From an optimization exercise on the open Yosys and OpenROAD flow, aimed at small area, a short achievable clock period and few clock cycles per item; shortcuts taken in it are not production practice.
In this exercise RTL edits were held to simulation tests only and were not proved equivalent to the original.
The flow treats the clock pin as an ideal source, which a real chip does not have.
No activity file was given, so power comes from the tool's default toggle rates.

==> design/flow/flow/run.sh <==
#!/bin/bash
# Layout flow: the standard ORFS flow (standard.sh) with
#  - port buffers of buf_2 instead of the default choice, a slow delay buffer;
#  - SKIP_REPAIR_TIE_FANOUT, so the constant outputs share the synthesis's
#    single tie cell instead of one tie cell each;
set -euo pipefail
export FLOW_CLOCK_PORT=i_clk
bash standard.sh \
    "BUFFER_PORTS_ARGS=-buffer_cell sky130_fd_sc_hd__buf_2" \
    SETUP_SLACK_MARGIN=9.5 \
    SKIP_REPAIR_TIE_FANOUT=1 \
    "PRE_CTS_TCL=$PWD/flow/cts_hook.tcl" \
    finish > flow_make.log 2>&1
==> design/flow/flow/cts_hook.tcl <==
# Sourced by ORFS's cts.tcl before clock_tree_synthesis (PRE_CTS_TCL): wraps
# clock_tree_synthesis so that, once the tree is built:
#  1. its root buffer is removed and the clock port drives the tree's
#     first-level buffers directly, so every register's clock arrives one
#     buffer stage sooner (the same for all of them);
set ::my_clock_port [expr {[info exists ::env(FLOW_CLOCK_PORT)] ? $::env(FLOW_CLOCK_PORT) : "i_clk"}]
set ::my_early_pattern {r0_req*}
rename clock_tree_synthesis my_orig_clock_tree_synthesis

proc my_center {iterms} {
  set sx 0; set sy 0; set n 0
  foreach it $iterms {
    set b [[$it getInst] getBBox]
    set sx [expr {$sx + ([$b xMin] + [$b xMax]) / 2}]
    set sy [expr {$sy + ([$b yMin] + [$b yMax]) / 2}]
    incr n
  }
  return [list [expr {$sx / $n}] [expr {$sy / $n}]]
}

proc clock_tree_synthesis {args} {
  my_orig_clock_tree_synthesis {*}$args
  set port $::my_clock_port
  set block [ord::get_db_block]
  set port_net [$block findNet $port]
  set loads [$port_net getITerms]
  if {[llength $loads] != 1} {
    puts "cts_hook: clock port drives [llength $loads] pins, tree left as built"
    return
  }
  set root [[lindex $loads 0] getInst]
  set root_out [[$root findITerm X] getNet]
  set mids {}
  foreach it [$root_out getITerms] {
    if {[$it getInst] ne $root} { lappend mids $it }
  }
  if {[llength $mids] > 2 || [llength [$root_out getBTerms]] > 0} {
    puts "cts_hook: root buffer drives [llength $mids] pins, tree left as built"
    return
  }
  set master [$root getMaster]
  foreach it $mids {
    $it disconnect
    $it connect $port_net
  }
  [$root findITerm A] disconnect
  odb::dbInst_destroy $root
  odb::dbNet_destroy $root_out
  # early leaves for the request register
  set early {}
  foreach inst [$block getInsts] {
    if {[string match $::my_early_pattern [$inst getName]]} {
      set ck [$inst findITerm CLK]
      if {$ck ne "NULL" && [$ck getNet] ne "NULL"} { lappend early $ck }
    }
  }
  set free [expr {4 - [llength [$port_net getITerms]]}]
  if {[llength $early] > 0 && $free > 0} {
    set keyed {}
    foreach it $early {
      set b [[$it getInst] getBBox]
      lappend keyed [list [$b xMin] $it]
    }
    set keyed [lsort -integer -index 0 $keyed]
    set groups [expr {min($free, 2)}]
    set per [expr {([llength $keyed] + $groups - 1) / $groups}]
    for {set g 0} {$g < $groups} {incr g} {
      set part {}
      foreach e [lrange $keyed [expr {$g * $per}] [expr {($g + 1) * $per - 1}]] { lappend part [lindex $e 1] }
      if {![llength $part]} continue
      set ni [odb::dbInst_create $block $master "clkbuf_early_${g}_$port"]
      set nn [odb::dbNet_create $block "clknet_early_${g}_$port"]
      $nn setSigType CLOCK
      [$ni findITerm A] connect $port_net
      [$ni findITerm X] connect $nn
      foreach it $part {
        $it disconnect
        $it connect $nn
      }
      lassign [my_center $part] cx cy
      $ni setLocation $cx $cy
      $ni setPlacementStatus PLACED
    }
  }
  global_connect
  puts "cts_hook: clock port drives [llength [$port_net getITerms]] buffers; [llength $early] registers on early leaves"
}
==> design/flow/standard.sh <==
#!/bin/bash
# synth_recipe.tcl (not shown) runs the flow's synth.tcl, then flattens the netlist and writes it again
# the make line also repeats each setting of config.mk as NAME=value (left out here)
make -C /OpenROAD-flow-scripts/flow DESIGN_CONFIG=/design/flow/config.mk WORK_HOME=/design/flow/orfs CLKGATE_MAP_FILE= SYNTH_SCRIPT=/design/flow/synth_recipe.tcl "${@:-finish}"
==> design/flow/config.mk <==
export PLATFORM = sky130hd
export DESIGN_NAME = lru_block_cache_directory
export DESIGN_NICKNAME = lru_block_cache_directory
export VERILOG_FILES = /design/flow/design.v
export SDC_FILE = /design/flow/constraint.sdc
export NUM_CORES = 4
export LEC_CHECK = 0
export CAP_MARGIN = 20
export CORE_MARGIN = 2
export CORE_UTILIZATION = 60
export CTS_CLUSTER_DIAMETER = 80
export CTS_CLUSTER_SIZE = 20
export SLEW_MARGIN = 20
export TNS_END_PERCENT = 5
==> design/flow/constraint.sdc <==
create_clock -name core_clock -period 13.0 [get_ports {i_clk}]
set_input_delay 2.6000 -clock core_clock [delete_from_list [all_inputs] [get_ports {i_clk}]]
set_output_delay 2.6000 -clock core_clock [all_outputs]
set_load 0.01 [all_outputs]
==> design/flow/design.v <==
`timescale 1ns / 1ps
`default_nettype none
package lrud_pkg;
    localparam int WAYS     = 8;
    localparam int TAG_BITS = 32;
    localparam int TAG_W    = (TAG_BITS < 32) ? TAG_BITS : 32;
    localparam int WAY_W    = $clog2(WAYS);
    localparam int AGE_W    = $clog2(WAYS);
    localparam int CNT_W    = $clog2(WAYS + 1);
    localparam int KIND_W   = 2;
    localparam int BLOCK_W  = 32;
    localparam int OWAY_W   = 3;
    localparam int TOTAL_W  = 16;
    localparam int ADDR_W   = 3;
    localparam int DATA_W   = 32;
    localparam int CAP_W    = 4;
    localparam logic [0:0]       REG_WAYS_IN_USE = 1'b0;
    localparam logic [CAP_W-1:0] CAP_RESET       = 4'd8;
    typedef enum logic [KIND_W-1:0] {
        KIND_LOOKUP = 2'd0,
        KIND_INSERT = 2'd1,
        KIND_MARK   = 2'd2
    } t_kind;
    typedef struct packed {
        logic [KIND_W-1:0]  kind;
        logic [BLOCK_W-1:0] block_number;
        logic               insert_dirty;
    } t_req;
    typedef struct packed {
        logic               hit;
        logic [OWAY_W-1:0]  way;
        logic               evicted;
        logic [BLOCK_W-1:0] evicted_block;
        logic               evicted_dirty;
        logic [TOTAL_W-1:0] hit_total;
        logic [TOTAL_W-1:0] miss_total;
    } t_res;
endpackage
`default_nettype wire
`timescale 1ns / 1ps
`default_nettype none
module lrud_cfg (
    input  wire logic                        i_clk,
    input  wire logic                        i_rst_n,
    input  wire logic                        psel,
    input  wire logic                        penable,
    input  wire logic                        pwrite,
    input  wire logic [lrud_pkg::ADDR_W-1:0] paddr,
    input  wire logic [lrud_pkg::DATA_W-1:0] pwdata,
    output logic      [lrud_pkg::DATA_W-1:0] prdata,
    output logic                             pready,
    output logic      [lrud_pkg::CAP_W-1:0]  o_ways_in_use,
    output logic      [lrud_pkg::WAY_W-1:0]  o_last_way
);
    logic                       sel_ways_in_use;
    logic [lrud_pkg::CAP_W-1:0] r_cap;
    logic                       wr_en;
    logic [lrud_pkg::CAP_W-1:0] r_rdata;
    logic [lrud_pkg::WAY_W-1:0] r_last_way;
    logic [lrud_pkg::WAY_W-1:0] n_last_way;
    assign sel_ways_in_use = (paddr[lrud_pkg::ADDR_W-1:2] == lrud_pkg::REG_WAYS_IN_USE);
    assign pready          = 1'b1;
    assign wr_en           = psel && penable && pwrite && pready && sel_ways_in_use;
    always_comb begin
        if (pwdata[lrud_pkg::CAP_W-1:0] == '0) begin
            n_last_way = '0;
        end else if (pwdata[lrud_pkg::CAP_W-1:0] >= lrud_pkg::CAP_W'(lrud_pkg::WAYS)) begin
            n_last_way = lrud_pkg::WAY_W'(lrud_pkg::WAYS - 1);
        end else begin
            n_last_way = pwdata[lrud_pkg::WAY_W-1:0] - lrud_pkg::WAY_W'(1);
        end
    end
    always_ff @(posedge i_clk) begin
        if (!i_rst_n) begin
            r_cap      <= lrud_pkg::CAP_RESET;
            r_last_way <= lrud_pkg::WAY_W'(lrud_pkg::WAYS - 1);
        end else if (wr_en) begin
            r_cap      <= pwdata[lrud_pkg::CAP_W-1:0];
            r_last_way <= n_last_way;
        end
    end
    always_ff @(posedge i_clk) begin
        r_rdata <= sel_ways_in_use ? r_cap : '0;
    end
    assign prdata = lrud_pkg::DATA_W'(r_rdata);
    assign o_ways_in_use = r_cap;
    assign o_last_way    = r_last_way;
endmodule
`default_nettype wire
`timescale 1ns / 1ps
`default_nettype none
module lrud_dir (
    input  wire logic                          i_clk,
    input  wire logic                          i_rst_n,
    input  wire logic                          i_req_valid,
    input  wire lrud_pkg::t_req                i_req,
    input  wire logic [lrud_pkg::WAY_W-1:0]    i_last_way,
    output logic                               o_hit,
    output logic      [lrud_pkg::OWAY_W-1:0]   o_way,
    output logic                               o_evicted,
    output logic      [lrud_pkg::BLOCK_W-1:0]  o_evicted_block,
    output logic                               o_evicted_dirty,
    output logic                               o_inc_hit,
    output logic                               o_inc_miss
);
    localparam int WAYS  = lrud_pkg::WAYS;
    localparam int TAG_W = lrud_pkg::TAG_W;
    logic [WAYS-1:0]        r_valid;
    logic [WAYS-1:0]        r_dirty;
    logic [WAYS-1:0]        r_newer [WAYS];
    logic [TAG_W-1:0]       r_tag   [WAYS];
    logic                   k_lookup, k_insert, k_mark;
    logic [WAYS-1:0]        hit_oh;
    logic                   hit_any;
    logic [WAYS-1:0]        older;       
    logic [WAYS-1:0]        vic_oh;
    logic [WAYS-1:0]        free_oh;
    logic                   full;
    logic [WAYS-1:0]        slot_oh;
    logic                   ins_miss;
    logic [WAYS-1:0]        touch;
    logic [WAYS-1:0]        dirty_we;
    logic [WAYS-1:0]        tag_we;
    logic                   ev_out;
    logic [TAG_W-1:0]       vic_tag;
    logic                   vic_dirty;
    assign k_lookup = (i_req.kind == lrud_pkg::KIND_LOOKUP);
    assign k_insert = (i_req.kind == lrud_pkg::KIND_INSERT);
    assign k_mark   = (i_req.kind == lrud_pkg::KIND_MARK);
    always_comb begin
        for (int i = 0; i < WAYS; i++) begin
            hit_oh[i] = r_valid[i] && (r_tag[i] == i_req.block_number[TAG_W-1:0]);
        end
    end
    assign hit_any = |hit_oh;
    always_comb begin
        for (int i = 0; i < WAYS; i++) begin
            older[i] = 1'b1;
            for (int j = 0; j < WAYS; j++) begin
                if (j < i) begin
                    older[i] = older[i] && (!r_valid[j] || r_newer[j][i]);
                end else if (j > i) begin
                    older[i] = older[i] && (!r_valid[j] || !r_newer[i][j]);
                end
            end
        end
        vic_oh = r_valid & older;
    end
    always_comb begin
        for (int i = 0; i < WAYS; i++) begin
            free_oh[i] = !r_valid[i] && ((i == 0) || r_valid[(i == 0) ? 0 : i - 1]);
        end
    end
    assign full    = r_valid[i_last_way];
    assign slot_oh = full ? vic_oh : free_oh;
    assign ins_miss = k_insert && !hit_any;
    assign touch    = !i_req_valid ? '0 :
                      (k_insert && !hit_any) ? slot_oh :
                      ((k_insert || k_lookup) ? hit_oh : '0);
    assign dirty_we = !i_req_valid ? '0 :
                      k_insert ? (hit_any ? hit_oh : slot_oh) :
                      (k_mark ? hit_oh : '0);
    assign tag_we   = (i_req_valid && ins_miss) ? slot_oh : '0;
    always_ff @(posedge i_clk) begin
        if (!i_rst_n) begin
            r_valid <= '0;
        end else if (i_req_valid && ins_miss) begin
            r_valid <= r_valid | slot_oh;
        end
    end
    always_ff @(posedge i_clk) begin
        for (int i = 0; i < WAYS; i++) begin
            if (dirty_we[i]) begin
                r_dirty[i] <= k_mark || i_req.insert_dirty;
            end
            for (int j = i + 1; j < WAYS; j++) begin
                if (touch[i]) begin
                    r_newer[i][j] <= 1'b1;
                end else if (touch[j]) begin
                    r_newer[i][j] <= 1'b0;
                end
            end
            if (tag_we[i]) begin
                r_tag[i] <= i_req.block_number[TAG_W-1:0];
            end
        end
    end
    always_comb begin
        vic_tag   = '0;
        vic_dirty = 1'b0;
        for (int i = 0; i < WAYS; i++) begin
            if (vic_oh[i]) begin
                vic_tag   = vic_tag | r_tag[i];
                vic_dirty = vic_dirty | r_dirty[i];
            end
        end
    end
    assign ev_out = ins_miss && full;
    always_comb begin
        o_hit           = hit_any && (k_lookup || k_insert || k_mark);
        o_way           = '0;
        o_evicted       = ev_out;
        o_evicted_block = ev_out ? vic_tag : '0;
        o_evicted_dirty = ev_out && vic_dirty;
        for (int i = 0; i < WAYS; i++) begin
            if ((((k_lookup || k_mark) && hit_oh[i]) || (ins_miss && slot_oh[i]))) begin
                o_way = o_way | lrud_pkg::OWAY_W'(i);
            end
        end
    end
    assign o_inc_hit  = k_lookup && hit_any;
    assign o_inc_miss = k_lookup && !hit_any;
endmodule
`default_nettype wire
`timescale 1ns / 1ps
`default_nettype none
module lru_block_cache_directory (
    input  wire logic                          i_clk,
    input  wire logic                          i_rst_n,
    input  wire logic                          i_in_valid,
    output logic                               o_in_stall,
    input  wire logic [lrud_pkg::KIND_W-1:0]   i_kind,
    input  wire logic [lrud_pkg::BLOCK_W-1:0]  i_block_number,
    input  wire logic                          i_insert_dirty,
    output logic                               o_out_valid,
    input  wire logic                          i_out_stall,
    output logic                               o_hit,
    output logic      [lrud_pkg::OWAY_W-1:0]   o_way,
    output logic                               o_evicted,
    output logic      [lrud_pkg::BLOCK_W-1:0]  o_evicted_block,
    output logic                               o_evicted_dirty,
    output logic      [lrud_pkg::TOTAL_W-1:0]  o_hit_total,
    output logic      [lrud_pkg::TOTAL_W-1:0]  o_miss_total,
    input  wire logic                          psel,
    input  wire logic                          penable,
    input  wire logic                          pwrite,
    input  wire logic [lrud_pkg::ADDR_W-1:0]   paddr,
    input  wire logic [lrud_pkg::DATA_W-1:0]   pwdata,
    output logic      [lrud_pkg::DATA_W-1:0]   prdata,
    output logic                               pready
);
    logic                         r0_valid;
    lrud_pkg::t_req               r0_req, in_req;
    logic                         o0_valid, o1_valid;
    logic                         r_in_stall;
    logic                         proc;
    logic                         r0_free;
    logic                         in_acc;
    logic                         o0_load;
    logic                         n_r0_valid, n_o0_valid, n_o1_valid;
    logic [lrud_pkg::WAY_W-1:0]   last_way;
    typedef struct packed {
        logic                         hit;
        logic [lrud_pkg::OWAY_W-1:0]  way;
        logic                         evicted;
        logic [lrud_pkg::BLOCK_W-1:0] evicted_block;
        logic                         evicted_dirty;
        logic                         inc_hit;
        logic                         inc_miss;
    } t_beat;
    t_beat                        d_res, o0, o1, o0_in;
    logic [lrud_pkg::TOTAL_W-1:0] r_hit_total, r_miss_total;
    assign in_req.kind         = i_kind;
    assign in_req.block_number = i_block_number;
    assign in_req.insert_dirty = i_insert_dirty;
    assign proc       = r0_valid && !o1_valid;
    assign r0_free    = !r0_valid || !o1_valid;
    assign in_acc     = i_in_valid && !r_in_stall;
    assign o0_load    = !o0_valid || !i_out_stall;
    assign o_in_stall = r_in_stall;
    always_comb begin
        n_r0_valid = r0_free ? in_acc : r0_valid;
        n_o0_valid = o0_load ? (o1_valid || proc) : o0_valid;
        n_o1_valid = o0_load ? 1'b0 : (o1_valid || proc);
    end
    always_ff @(posedge i_clk) begin
        if (!i_rst_n) begin
            r0_valid   <= 1'b0;
            o0_valid   <= 1'b0;
            o1_valid   <= 1'b0;
            r_in_stall <= 1'b0;
        end else begin
            r0_valid   <= n_r0_valid;
            o0_valid   <= n_o0_valid;
            o1_valid   <= n_o1_valid;
            r_in_stall <= n_r0_valid && n_o1_valid;
        end
    end
    always_comb begin
        o0_in = o1_valid ? o1 : d_res;
        if (!(o1_valid || proc)) begin
            o0_in.inc_hit  = 1'b0;
            o0_in.inc_miss = 1'b0;
        end
    end
    always_ff @(posedge i_clk) begin
        if (!i_rst_n) begin
            r0_req <= '0;
        end else if (r0_free) begin
            r0_req <= in_req;
        end
        if (!o1_valid) begin
            o1 <= d_res;
        end
        if (!i_rst_n) begin
            o0 <= '0;
        end else if (o0_load) begin
            o0 <= o0_in;
        end
    end
    logic                         hit_inc, miss_inc;
    logic [lrud_pkg::TOTAL_W-1:0] n_hit_total, n_miss_total;
    logic [lrud_pkg::TOTAL_W:0]   hit_low1, miss_low1;    
    assign hit_inc  = o0_load && o0_in.inc_hit && !(&r_hit_total);
    assign miss_inc = o0_load && o0_in.inc_miss && !(&r_miss_total);
    always_comb begin
        hit_low1[0]  = 1'b1;
        miss_low1[0] = 1'b1;
        for (int i = 0; i < lrud_pkg::TOTAL_W; i++) begin
            n_hit_total[i]   = r_hit_total[i] ^ (hit_inc && hit_low1[i]);
            n_miss_total[i]  = r_miss_total[i] ^ (miss_inc && miss_low1[i]);
            hit_low1[i + 1]  = hit_low1[i] && r_hit_total[i];
            miss_low1[i + 1] = miss_low1[i] && r_miss_total[i];
        end
    end
    always_ff @(posedge i_clk) begin
        if (!i_rst_n) begin
            r_hit_total  <= '0;
            r_miss_total <= '0;
        end else begin
            r_hit_total  <= n_hit_total;
            r_miss_total <= n_miss_total;
        end
    end
    lrud_cfg u_cfg (
        .i_clk         (i_clk),
        .i_rst_n       (i_rst_n),
        .psel          (psel),
        .penable       (penable),
        .pwrite        (pwrite),
        .paddr         (paddr),
        .pwdata        (pwdata),
        .prdata        (prdata),
        .pready        (pready),
        .o_ways_in_use (),
        .o_last_way    (last_way)
    );
    lrud_dir u_dir (
        .i_clk           (i_clk),
        .i_rst_n         (i_rst_n),
        .i_req_valid     (proc),
        .i_req           (r0_req),
        .i_last_way      (last_way),
        .o_hit           (d_res.hit),
        .o_way           (d_res.way),
        .o_evicted       (d_res.evicted),
        .o_evicted_block (d_res.evicted_block),
        .o_evicted_dirty (d_res.evicted_dirty),
        .o_inc_hit       (d_res.inc_hit),
        .o_inc_miss      (d_res.inc_miss)
    );
    assign o_out_valid     = o0_valid;
    assign o_hit           = o0.hit;
    assign o_way           = o0.way;
    assign o_evicted       = o0.evicted;
    assign o_evicted_block = o0.evicted_block;
    assign o_evicted_dirty = o0.evicted_dirty;
    assign o_hit_total     = r_hit_total;
    assign o_miss_total    = r_miss_total;
endmodule
`default_nettype wire
==> results of run 1 <==
[per-stage QoR]
stage | instances | instance area [µm²] | total power [mW] | hold slack [ps] | worst slack [ps]
finish | 2236 | 22700 | 2.61 | 393 | 9460
global route | 2236 | 22700 | 2.69 | 405 | 9430
CTS | 2221 | 22300 | 2.62 | 380 | 9400
detailed placement | 2157 | 21200 | 1.73 | 445 | 8450
global placement | 2154 | 21100 | 1.73 | 438 | 8550
floorplan | 1713 | 20500 | 1.70 | 427 | 9210
[layout make-up, without the clock buffers]
cell class / instances / area share, %
inverters: 27 / 0.469
multi-input cells: 1084 / 35.6
well taps: 448 / 2.47
flip-flops and latches: 460 / 52.7
plain buffers: 2 / 0.221
clock inverters: 5 / 0.121
repair buffers: 169 / 5.29
[kinds of logic (layout without fill, tap and decap cells)]
| kind of cell | count (synthesis) | after routing | share of synthesized area (%) |
|---|---|---|---|
| AO/OA/AOI/OAI | 411 | 412 | 15.1 |
| multiplexers | 30 | 30 | 1.66 |
| buffers and inverters | 174 | 244 | 4.72 |
| XOR/XNOR | 255 | 255 | 10.9 |
| adder cells (fa/ha/maj) | 3 | 3 | 0.183 |
| other | 2 | 2 | 0.0366 |
| AND/OR/NAND/NOR | 378 | 382 | 9.63 |
| flip-flops | 460 | 460 | 57.8 |
[registers in the layout (all words and copies together), names as in the netlist]
signal and cells:
r_miss_total 16, r0_valid 1, o1 40, u_cfg.r_rdata 4, r_hit_total 16, u_dir.r_valid 8
r_in_stall 1, o0 38, u_cfg.r_cap 4, u_dir.r_dirty 8, u_dir.r_tag 256, o0_valid 1
u_cfg.r_last_way 3, u_dir.r_newer 28, r0_req 35, o1_valid 1
[cells in the mapped netlist (3+ instances only)]
library cell and instances:
a2111oi_2 3, a21o_1 19, a21oi_1 57, a221oi_1 34, a22o_1 110, a22oi_1 75
a31oi_1 36, and2_1 9, and3_1 13, and4_1 3, buf_2 5, buf_4 58
buf_6 12, clkbuf_1 71, dfxtp_1 196, edfxtp_1 264, ha_1 3, inv_1 25
mux2i_1 25, nand2_1 124, nand2b_1 24, nand3_1 15, nand4_1 49, nand4_2 3
nor2_1 45, nor2b_1 15, nor3_1 28, nor3b_1 4, nor4_1 27, o2111ai_1 3
o211ai_1 3, o21a_1 13, o21ai_0 17, o21bai_1 7, o22ai_1 9, o31ai_1 9
or3_1 3, xnor2_1 171, xor2_1 83
[power by group through the flow]
stage	Combinational, mW	Clock [mW]	Sequential, mW
6_report	0.125	0.897	1.59
5_1_grt	0.134	0.959	1.59
3_3_place_gp	0.107	0	1.62
3_5_place_dp	0.108	0	1.62
4_1_cts	0.118	0.906	1.59
2_1_floorplan	0.104	0	1.60
[what timing repair did]
action	CTS	global route
buffers inserted	10	13
gates cloned	6	2
endpoints found under the setup margin	488	240
pin swaps	8	4
resized for setup	69	67
[how the worst max path moves through the flow]
stage / startpoint / to / cells past startpoint / slack [ps]
2_1_floorplan: r0_req[28] / u_dir.r_tag[1][0] / 11 / 9210
3_3_place_gp: i_rst_n / o0[26] / 7 / 8550
3_5_place_dp: r0_req[22] / u_dir.r_valid[3] / 10 / 8450
4_1_cts: r_hit_total[3] / o_hit_total[3] / 1 / 9400
5_1_grt: r_miss_total[12] / o_miss_total[12] / 1 / 9430
6_report: r_miss_total[7] / o_miss_total[7] / 1 / 9460
[routing by layer]
layer | GRT usage (%) | vias to the layer above
met1 | 46.8 | 7094
met4 | 11.3 | 0
li1 | - | 6458
met3 | 7.12 | 100
met2 | 47.3 | 689
met5 | 0 | -
==> out/summary.txt, run 1 <==
Leak Pwr = 7.98 nW
Setup crit end kind = output pin
Global Route Usage Sum = 32.0%
Gate Count Post-Synth = 1713
Routed WL = 58.3 mm
Highest Clock Rate = 283 MHz
vias in the first global route = 13400
metal1 wirelength = 24.8 mm
Area contributors post-synth = edfxtp_1, dfxtp_1, xnor2_1
Switching Share = 23.0%
Final Cycle Share = 27.2%
largest net degree at the start of global routing = 73
share of the synthesized area in the top cell type = 38.7%
Starting Density = 61.0%
dominant cell type by area after synthesis = edfxtp_1
area of the die = 35700 µm²
routed wl met2 = 25.5 mm
Post-DRT Antenna Nets = 0
Via density = 6.41
fin crit period = 3540 ps
Post-synth EDFFs = 264
Reg area = 12000 µm²
status = complete, no violations
final setup vio count = 0
Setup Crit Path Kind = reg2out
CP top delay family = flip-flops
CTS clk-pin slew, worst paths = 110 ps
Die W = 189 µm
Comb pwr share = 4.8%
CTS tree = yes
router iterations before antenna repair = 6
Internal = 2.01 mW
row count = 67
ANT cells = 0
clock latency on the worst-skew pair = 440 ps
Core Region = 33600 µm²
Slew headroom = 25.9%
Top Layer Used = met4
initial antenna violation count = 0
Fin. Hold Viols = 0
R2R setup slack = 9500 ps
HP Start = r0_req[0]
Yosys reg bits = 460
Synth Net Count = 1793
FF-to-FF Start = u_dir.r_valid[4]
reg2reg path depth = 9
routed length on met3 = 5.91 mm
detailed placer's ending HPWL = 37.5 mm
crit path DAT = 940 ps
Worst Path Buf+Inv = 1
Pwr Density = 115 nW/µm²
WP data required = 10400 ps
actual slew at the worst max-slew pin = 1080 ps
Finished Core Util = 67.5%
Max stage delay on crit path = 380 ps
Final Max Slew Viols = 0
Sink Count = 460
hold worst-path end = u_dir.r_dirty[7]
Hold-fix buffers, CTS = 0
layout cells sized above 1 = 19.2%
synth warn = 5
gr ovfl total = 0
Worst Hold Depth = 1
Fillers = 2519
max-cap violations = 0
CP max FO = 5
first-pass GRT wire length = 85.1 mm
area grow syn2layout = 10.6%
Num CTS Buffers = 27
crit path launch type = flip-flop
Wirelength per Cell = 26.1 µm
sw power = 0.601 mW
RSZ-0062 raised after global routing = true
min-delay worst type = reg2reg
footprint of the multi-input gates = 8070 µm²
DRT iter0 DRCs = 1583
Remaining DRCs = 0
peak supply drop = 0.101 mV
gpl congestion = 0.922
cell-by-cell listing of the critical path = buf_6
Clock Skew = 280 ps
Synth Cell Area = 20500 µm²
DIE HEIGHT = 189 µm
most common cell after layout, fill and taps aside = edfxtp_1
power share of the sequential group = 60.9%
endpoint of the worst register-to-register path = o0[31]
Vias = 14300
clock power share = 34.3%
ys flop type = edfxtp_1
Synth async-reset ratio = 0%
Distinct cells, synth = 73
setup tns final = 0 ps
sequential share of the synthesized area = 57.8%
PortBufs = 122
Top Ports = 182
commonest non-fill, non-tap cells in the layout = edfxtp_1, xnor2_1, dfxtp_1, nand2_1, buf_2
nets@finish = 1850
Worst path slowest cell = dfxtp_2
syn avg cell area = 12.0 µm²
Testbench counts, summed over its fixed seeds: cycles 16,016, items 16,000.
==> run 2, diff against run 1 <==
--- a/design/flow/config.mk
+++ b/design/flow/config.mk
@@ -8,7 +8,8 @@
 export CAP_MARGIN = 20
 export CORE_MARGIN = 2
-export CORE_UTILIZATION = 60
+export CORE_UTILIZATION = 70
 export CTS_CLUSTER_DIAMETER = 80
 export CTS_CLUSTER_SIZE = 20
+export PLACE_DENSITY = 0.75
 export SLEW_MARGIN = 20
 export TNS_END_PERCENT = 5
==> run 2 against run 1 <==
Compared with the run above: sequential share of layout area increased by 0.69 points; critical path depth increased by 9; cell area decreased by 1.2%; die area decreased by 14%; area after synthesis unchanged; register-to-register slack got worse by 70 ps; flip-flop and latch count unchanged; worst setup slack got worse by 31 ps; critical endpoint is now u_dir.r_valid[6].
==> out/summary.txt, run 2 <==
ys flop type = edfxtp_1 (unchanged)
layout cells sized above 1 = 18.8% (was 19.2%)
final worst slack = 9430 ps (was 9460 ps)
WHS = 305 ps (was 393 ps)
Pwr Density = 116 nW/µm² (was 115 nW/µm²)
RSZ-0062 raised after global routing = true (unchanged)
Hold-fix buffers, CTS = 0 (unchanged)
Wirelength per Cell = 26.3 µm (was 26.1 µm)
Area contributors post-synth = edfxtp_1, dfxtp_1, xnor2_1 (unchanged)
row count = 62 (was 67)
nets@finish = 1842 (was 1850)
final setup vio count = 0 (unchanged)
Num CTS Buffers = 27 (unchanged)
Starting Density = 71.3% (was 61.0%)
Crit path top cell by count = nand4_2
Worst Path Buf+Inv = 1 (unchanged)
Final Max Slew Viols = 0 (unchanged)
min-delay worst type = reg2reg (unchanged)
Via density = 6.80 (was 6.41)
CP max FO = 24 (was 5)
Max stage delay on crit path = 490 ps (was 380 ps)
detailed placer's ending HPWL = 35.9 mm (was 37.5 mm)
Distinct cells, synth = 73 (unchanged)
PortBufs = 122 (unchanged)
Core Region = 28800 µm² (was 33600 µm²)
most common cell after layout, fill and taps aside = edfxtp_1 (unchanged)
peak supply drop = 0.157 mV (was 0.101 mV)
Setup Crit Path Kind = reg2reg (was reg2out)
Yosys reg bits = 460 (unchanged)
Leak Pwr = 7.87 nW (was 7.98 nW)
vias in the first global route = 13600 (was 13400)
most frequent cell after synthesis = edfxtp_1 (unchanged)
share of the synthesized area in the top cell type = 38.7% (unchanged)
CTS clk-pin slew, worst paths = 100 ps (was 110 ps)
synth warn = 5 (unchanged)
Global Route Usage Sum = 36.3% (was 32.0%)
Final Cycle Share = 27.4% (was 27.2%)
R2R setup slack = 9430 ps (was 9500 ps)
DIE HEIGHT = 175 µm (was 189 µm)
cell-by-cell listing of the critical path = xnor2_1, nand4_1, nor4_1, nand4_2, nand4_2, nand4bb_1, buf_4, or3_4, nor2_4, o21a_1 (was buf_6)
max reg flops = 256 (unchanged)
Routed WL = 57.0 mm (was 58.3 mm)
area grow syn2layout = 9.24% (was 10.6%)
DRT iter0 DRCs = 2165 (was 1583)
Gate Count Post-Synth = 1713 (unchanged)
sequential share of the synthesized area = 57.8% (unchanged)
Clock Skew = 276 ps (was 280 ps)
Synth Net Count = 1793 (unchanged)
Largest regs = u_dir.r_tag x256, o1 x40, o0 x38 (unchanged)
Synth Cell Area = 20500 µm² (unchanged)
crit path launch type = flip-flop (unchanged)
WP data required = 13310 ps (was 10400 ps)
Top reg by flops = u_dir.r_tag (unchanged)
Synth async-reset ratio = 0% (unchanged)
Die W = 175 µm (was 189 µm)
clock latency on the worst-skew pair = 430 ps (was 440 ps)
CP top delay family = simple AND/OR/NAND/NOR gates (was flip-flops)
crit path DAT = 3880 ps (was 940 ps)
design area = 22400 µm² (was 22700 µm²)
router iterations before antenna repair = 6 (unchanged)
Vias = 14700 (was 14300)
CTS tree = yes (unchanged)
area of the die = 30700 µm² (was 35700 µm²)
Highest Clock Rate = 280 MHz (was 283 MHz)
ANT cells = 0 (unchanged)
Post-DRT Antenna Nets = 0 (unchanged)
Worst path slowest cell = or3_4 (was dfxtp_2)
gpl congestion = 0.927 (was 0.922)
Fin. Hold Viols = 0 (unchanged)
Sink Count = 460 (unchanged)
setup tns final = 0 ps (unchanged)
status = complete, no violations (unchanged)
commonest non-fill, non-tap cells in the layout = edfxtp_1, xnor2_1, dfxtp_1, nand2_1, buf_2 (unchanged)
commonest cells in the synthesized netlist = edfxtp_1, dfxtp_1, xnor2_1, nand2_1, a22o_1 (unchanged)
Setup WS pre-CTS = 8300 ps (was 8450 ps)
Remaining DRCs = 0 (unchanged)
first-pass GRT wire length = 83.3 mm (was 85.1 mm)
Slew headroom = 27.2% (was 25.9%)
max-cap violations = 0 (unchanged)
dominant cell type by area after synthesis = edfxtp_1 (unchanged)
initial antenna violation count = 2 (was 0)
Area after DPL = 21000 µm² (was 21200 µm²)
gr ovfl total = 0 (unchanged)
Post-synth EDFFs = 264 (unchanged)
Top Ports = 182 (unchanged)
largest net degree at the start of global routing = 71 (was 73)
syn avg cell area = 12.0 µm² (unchanged)
actual slew at the worst max-slew pin = 1060 ps (was 1080 ps)
fin crit period = 3570 ps (was 3540 ps)
Finished Core Util = 77.8% (was 67.5%)
Setup crit end kind = flip-flop (was output pin)
==> run 2: layout make-up, without the clock buffers <==
| class | instances | area (µm²) |
|---|---|---|
| flip-flops and latches | 460 | 12000 |
| well taps | 384 | 480 |
| plain buffers | 2 | 50.0 |
| repair buffers | 158 | 957 |
| clock inverters | 2 | 22.5 |
| fillers | 1837 | 6380 |
| multi-input cells | 1087 | 8080 |
| inverters | 27 | 104 |
==> run 2: worst paths after layout <==
| path | end | startpoint | depth (start not counted) |
|---|---|---|---|
| max | u_dir.r_valid[6] | u_dir.r_tag[4][16] | 10 |
| min | u_dir.r_tag[5][9] | r0_req[10] | 0 |
| max reg2reg | u_dir.r_valid[6] | u_dir.r_tag[4][16] | 10 |
| min reg2reg | u_dir.r_tag[5][9] | r0_req[10] | 0 |
==> run 2: kinds of logic after synthesis <==
group                    share of synthesized area (%)
other                                           0.0366
buffers and inverters                             4.72
AO/OA/AOI/OAI                                     15.1
flip-flops                                        57.8
multiplexers                                      1.66
AND/OR/NAND/NOR                                   9.63
XOR/XNOR                                          10.9
adder cells (fa/ha/maj)                          0.183
==> run 2: stage by stage <==
step / total power [mW] / std cells
6_report: 2.61 / 2165
5_1_grt: 2.67 / 2165
4_1_cts: 2.61 / 2148
3_5_place_dp: 1.73 / 2088
3_3_place_gp: 1.73 / 2088
2_1_floorplan: 1.70 / 1713
==> run 2: repair_timing <==
action                                  CTS  global route
endpoints found under the setup margin  439           382
pin swaps                                 7             3
gates resized for setup                  33           103
cloned                                    9             0
buffers inserted                          2            17
==> run 2: metal layers <==
layer	part of all wire [%]	track usage (%)
met2	44	54.2
met4	4.4	14.2
met3	12	8.31
met1	39	51.9
met5	0.025	0
==> run 2: report_power, final <==
group          internal, mW  switching, mW
Sequential             1.55         0.0437
Combinational        0.0495         0.0691
Clock                 0.420          0.478
Total                  2.02          0.591
==> run 3, diff against run 2 <==
--- a/design/flow/config.mk
+++ b/design/flow/config.mk
@@ -8,8 +8,7 @@
 export CAP_MARGIN = 20
 export CORE_MARGIN = 2
-export CORE_UTILIZATION = 70
-export CTS_CLUSTER_DIAMETER = 80
-export CTS_CLUSTER_SIZE = 20
-export PLACE_DENSITY = 0.75
+export CORE_UTILIZATION = 60
+export CTS_CLUSTER_DIAMETER = 90
+export CTS_CLUSTER_SIZE = 24
 export SLEW_MARGIN = 20
 export TNS_END_PERCENT = 5
==> run 3 against run 2 <==
Compared with the run above: still clean; first-iteration DRC count fell by 26%; clock skew fell by 2.3 ps; fmax rose by 0.84%; sequential share of layout area fell by 0.47 points; global-route usage fell by 4.1 points; worst setup slack improved by 30 ps; synthesized cell count did not move; clock power fell by 7.5%; area after synthesis did not move; combinational power rose by 5%; flip-flop and latch count did not move.
==> out/summary.txt, run 3 <==
DRT iter0 DRCs = 1600 (was 2165)
final setup vio count = 0 (unchanged)
Wirelength per Cell = 26.3 µm (about the same)
min-delay worst type = reg2reg (unchanged)
most frequent cell after synthesis = edfxtp_1 (unchanged)
Starting Density = 61.0% (was 71.3%)
Setup crit end kind = flip-flop (unchanged)
Fin. Hold Viols = 0 (unchanged)
most common cell after layout, fill and taps aside = edfxtp_1 (unchanged)
Highest Clock Rate = 283 MHz (was 280 MHz)
Comb pwr share = 4.9% (was 4.5%)
syn avg cell area = 12.0 µm² (unchanged)
Final Max Slew Viols = 0 (unchanged)
fin crit period = 3540 ps (was 3570 ps)
Vias = 14400 (was 14700)
R2R setup slack = 9460 ps (was 9430 ps)
max-cap violations = 0 (unchanged)
Crit path top cell by count = a22o_1 (was nand4_2)
Top reg by flops = u_dir.r_tag (unchanged)
Global Route Usage Sum = 32.2% (was 36.3%)
initial antenna violation count = 0 (was 2)
crit path launch type = flip-flop (unchanged)
DIE HEIGHT = 189 µm (was 175 µm)
Die W = 189 µm (was 175 µm)
Post-DRT Antenna Nets = 0 (unchanged)
Area after DPL = 21200 µm² (was 21000 µm²)
cell-by-cell listing of the critical path = inv_1, o22ai_1, nor3_2, buf_4, a22o_1, a221oi_1, a31oi_1, a22o_1, a22o_1 (was xnor2_1, nand4_1, nor4_1, nand4_2, nand4_2, nand4bb_1, buf_4, or3_4, nor2_4, o21a_1)
area of the die = 35700 µm² (was 30700 µm²)
clock latency on the worst-skew pair = 430 ps (about the same)
Largest regs = u_dir.r_tag x256, o1 x40, o0 x38 (unchanged)
status = complete, no violations (unchanged)
Synth async-reset ratio = 0% (unchanged)
clock power share = 32.7% (was 34.4%)
Post-synth EDFFs = 264 (unchanged)
HP Start = r0_req[0] (was r0_req[10])
peak supply drop = 0.115 mV (was 0.157 mV)
detailed placer's ending HPWL = 37.5 mm (was 35.9 mm)
CP max FO = 35 (was 24)
footprint of the multi-input gates = 8040 µm² (was 8080 µm²)
Slew headroom = 21.5% (was 27.2%)
Fillers = 2549 (was 1837)
CP top delay family = compound AO/OA/AOI/OAI gates (was simple AND/OR/NAND/NOR gates)
CTS tree = yes (unchanged)
commonest non-fill, non-tap cells in the layout = edfxtp_1, xnor2_1, dfxtp_1, nand2_1, buf_2 (unchanged)
Leak Pwr = 7.94 nW (was 7.87 nW)
power share of the sequential group = 62.5% (was 61.0%)
Synth Net Count = 1793 (unchanged)
Worst Hold Depth = 1 (was 0)
crit path DAT = 3860 ps (was 3880 ps)
ys flop type = edfxtp_1 (unchanged)
RSZ-0062 raised after global routing = true (unchanged)
Top Ports = 182 (unchanged)
vias in the first global route = 13500 (was 13600)
PortBufs = 122 (unchanged)
layout cells sized above 1 = 18.9% (was 18.8%)
sequential share of the synthesized area = 57.8% (unchanged)
Setup Crit Path Kind = reg2reg (unchanged)
Max stage delay on crit path = 730 ps (was 490 ps)
max reg flops = 256 (unchanged)
area grow syn2layout = 10.1% (was 9.24%)
Sink Count = 460 (unchanged)
ANT cells = 0 (unchanged)
Gate Count Post-Synth = 1713 (unchanged)
Reg area = 11900 µm² (was 12000 µm²)
commonest cells in the synthesized netlist = edfxtp_1, dfxtp_1, xnor2_1, nand2_1, a22o_1 (unchanged)
Worst Path Buf+Inv = 2 (was 1)
endpoint of the worst register-to-register path = o0[8] (was u_dir.r_valid[6])
final worst slack = 9460 ps (was 9430 ps)
design area = 22600 µm² (was 22400 µm²)
router iterations before antenna repair = 5 (was 6)
Setup WS pre-CTS = 8450 ps (was 8300 ps)
Via density = 6.46 (was 6.80)
CTS clk-pin slew, worst paths = 110 ps (was 100 ps)
Remaining DRCs = 0 (unchanged)
synth warn = 5 (unchanged)
FF-to-FF Start = u_dir.r_valid[4] (was u_dir.r_tag[4][16])
Distinct cells, synth = 73 (unchanged)
Area contributors post-synth = edfxtp_1, dfxtp_1, xnor2_1 (unchanged)
Clock Skew = 273 ps (was 276 ps)
largest net degree at the start of global routing = 73 (was 71)
dominant cell type by area after synthesis = edfxtp_1 (unchanged)
Core Region = 33600 µm² (was 28800 µm²)
Yosys reg bits = 460 (unchanged)
Pwr Density = 113 nW/µm² (was 116 nW/µm²)
Routed WL = 58.8 mm (was 57.0 mm)
nets@finish = 1852 (was 1842)
row count = 67 (was 62)
reg2reg path depth = 9 (was 10)
sw power = 0.590 mW (was 0.591 mW)
first-pass GRT wire length = 85.8 mm (was 83.3 mm)
hold worst-path end = u_dir.r_dirty[3] (was u_dir.r_tag[5][9])
Final Cycle Share = 27.2% (was 27.4%)
share of the synthesized area in the top cell type = 38.7% (unchanged)
WP data required = 13320 ps (was 13310 ps)
setup tns final = 0 ps (unchanged)
gpl congestion = 0.922 (was 0.927)
Num CTS Buffers = 23 (was 27)
actual slew at the worst max-slew pin = 1150 ps (was 1060 ps)
Switching Share = 23.2% (was 22.7%)
Internal = 1.96 mW (was 2.02 mW)
Synth Cell Area = 20500 µm² (unchanged)
gr ovfl total = 0 (unchanged)
Worst path slowest cell = a221oi_1 (was or3_4)
-- run 3: worst max-delay path by stage --
stage	start	endpoint	slack, ps	depth (start not counted)
3_5_place_dp	r0_req[22]	u_dir.r_valid[3]	8450	10
5_1_grt	u_dir.r_valid[4]	u_dir.r_tag[5][6]	9440	10
6_report	u_dir.r_valid[4]	o0[8]	9460	9
3_3_place_gp	i_rst_n	o0[26]	8550	7
2_1_floorplan	r0_req[28]	u_dir.r_tag[1][0]	9210	11
4_1_cts	r_hit_total[3]	o_hit_total[3]	9450	1
-- run 3: area by class of cell, without the clock buffers --
cell class | count | share of cell area [%]
flip-flops and latches | 460 | 52.9
multi-input cells | 1084 | 35.6
repair buffers | 175 | 5.45
well taps | 448 | 2.48
inverters | 27 | 0.471
plain buffers | 2 | 0.222
clock inverters | 2 | 0.127
-- run 3: repair_timing --
action / CTS / global route
setup buffers: 15 / 13
endpoints found under the setup margin: 471 / 237
cloned: 6 / 3
hold buffers: 0 / 0
pin swaps: 8 / 4
resized for setup: 95 / 33
-- run 3: kinds of logic after synthesis --
logic type      synth area share [%]
flops                           57.8
other cells                   0.0366
compound gates                  15.1
mux                             1.66
xor+xnor                        10.9
buf+inv                         4.72
fa+ha+maj                      0.183
simple gates                    9.63
-- run 3: power by group through the flow --
stage | combinational, mW | clock, mW | sequential, mW
3_5_place_dp | 0.108 | 0 | 1.62
4_1_cts | 0.118 | 0.840 | 1.59
6_report | 0.125 | 0.832 | 1.59
2_1_floorplan | 0.104 | 0 | 1.60
5_1_grt | 0.134 | 0.892 | 1.60
3_3_place_gp | 0.107 | 0 | 1.62
-- run 3: through the flow --
step	instances	power (mW)	util [%]	hold slack, ps
2_1_floorplan	1713	1.70	-	427
3_3_place_gp	2154	1.73	62.7	438
3_5_place_dp	2157	1.73	63.0	445
4_1_cts	2220	2.55	66.3	380
5_1_grt	2236	2.62	67.2	419
6_report	2236	2.55	67.2	390
-- run 3: layer usage --
metal | wire [µm] | vias to the layer above | GRT usage [%]
li1 | - | 6467 | -
met3 | 5930 | 112 | 4.54
met4 | 2010 | 0 | 10.3
met1 | 24800 | 7093 | 48.3
met2 | 26000 | 773 | 48.5
met5 | 0 | - | 0

## afterwards: timing with drivers on the ports
How much do the figures lean on ideal ports? The routed layouts below were timed once more, with nothing changed but the port constraints.
Step 1 sets driving cells, clkbuf_16 on the clock port and buf_2 on the other inputs (assumed; they add their load-dependent delay and slew).
Step 2 adds t to the input delays and takes it off the output delays; t is the mean of the earliest and latest rising clock arrival at the registers after step 1. Input paths then give back, and output paths get back, about the clock's delay inside the block.
Three values: ideal ports, drivers, drivers and shift; two values: the first two.
run | shift t [ns] | setup WS [ns] | worst hold slack (ns) | worst setup path after step 2 | clock arrival spread, ns
run 1 | 0.397 | 9.464 / 9.365 / 9.198 | 0.393 / 0.393 / 0.393 | input to register | 0.279 / 0.279
run 2 | 0.388 | 9.433 / 9.378 / 9.166 | 0.305 / 0.305 / 0.305 | input to register | 0.276 / 0.276
run 3 | 0.401 | 9.463 / 9.367 / 9.194 | 0.390 / 0.390 / 0.390 | input to register | 0.274 / 0.273
After both steps every run listed still meets setup and hold. For run 3, which loses most, drivers alone change the setup slack by -0.096 ns; drivers and shift together by -0.269 ns.
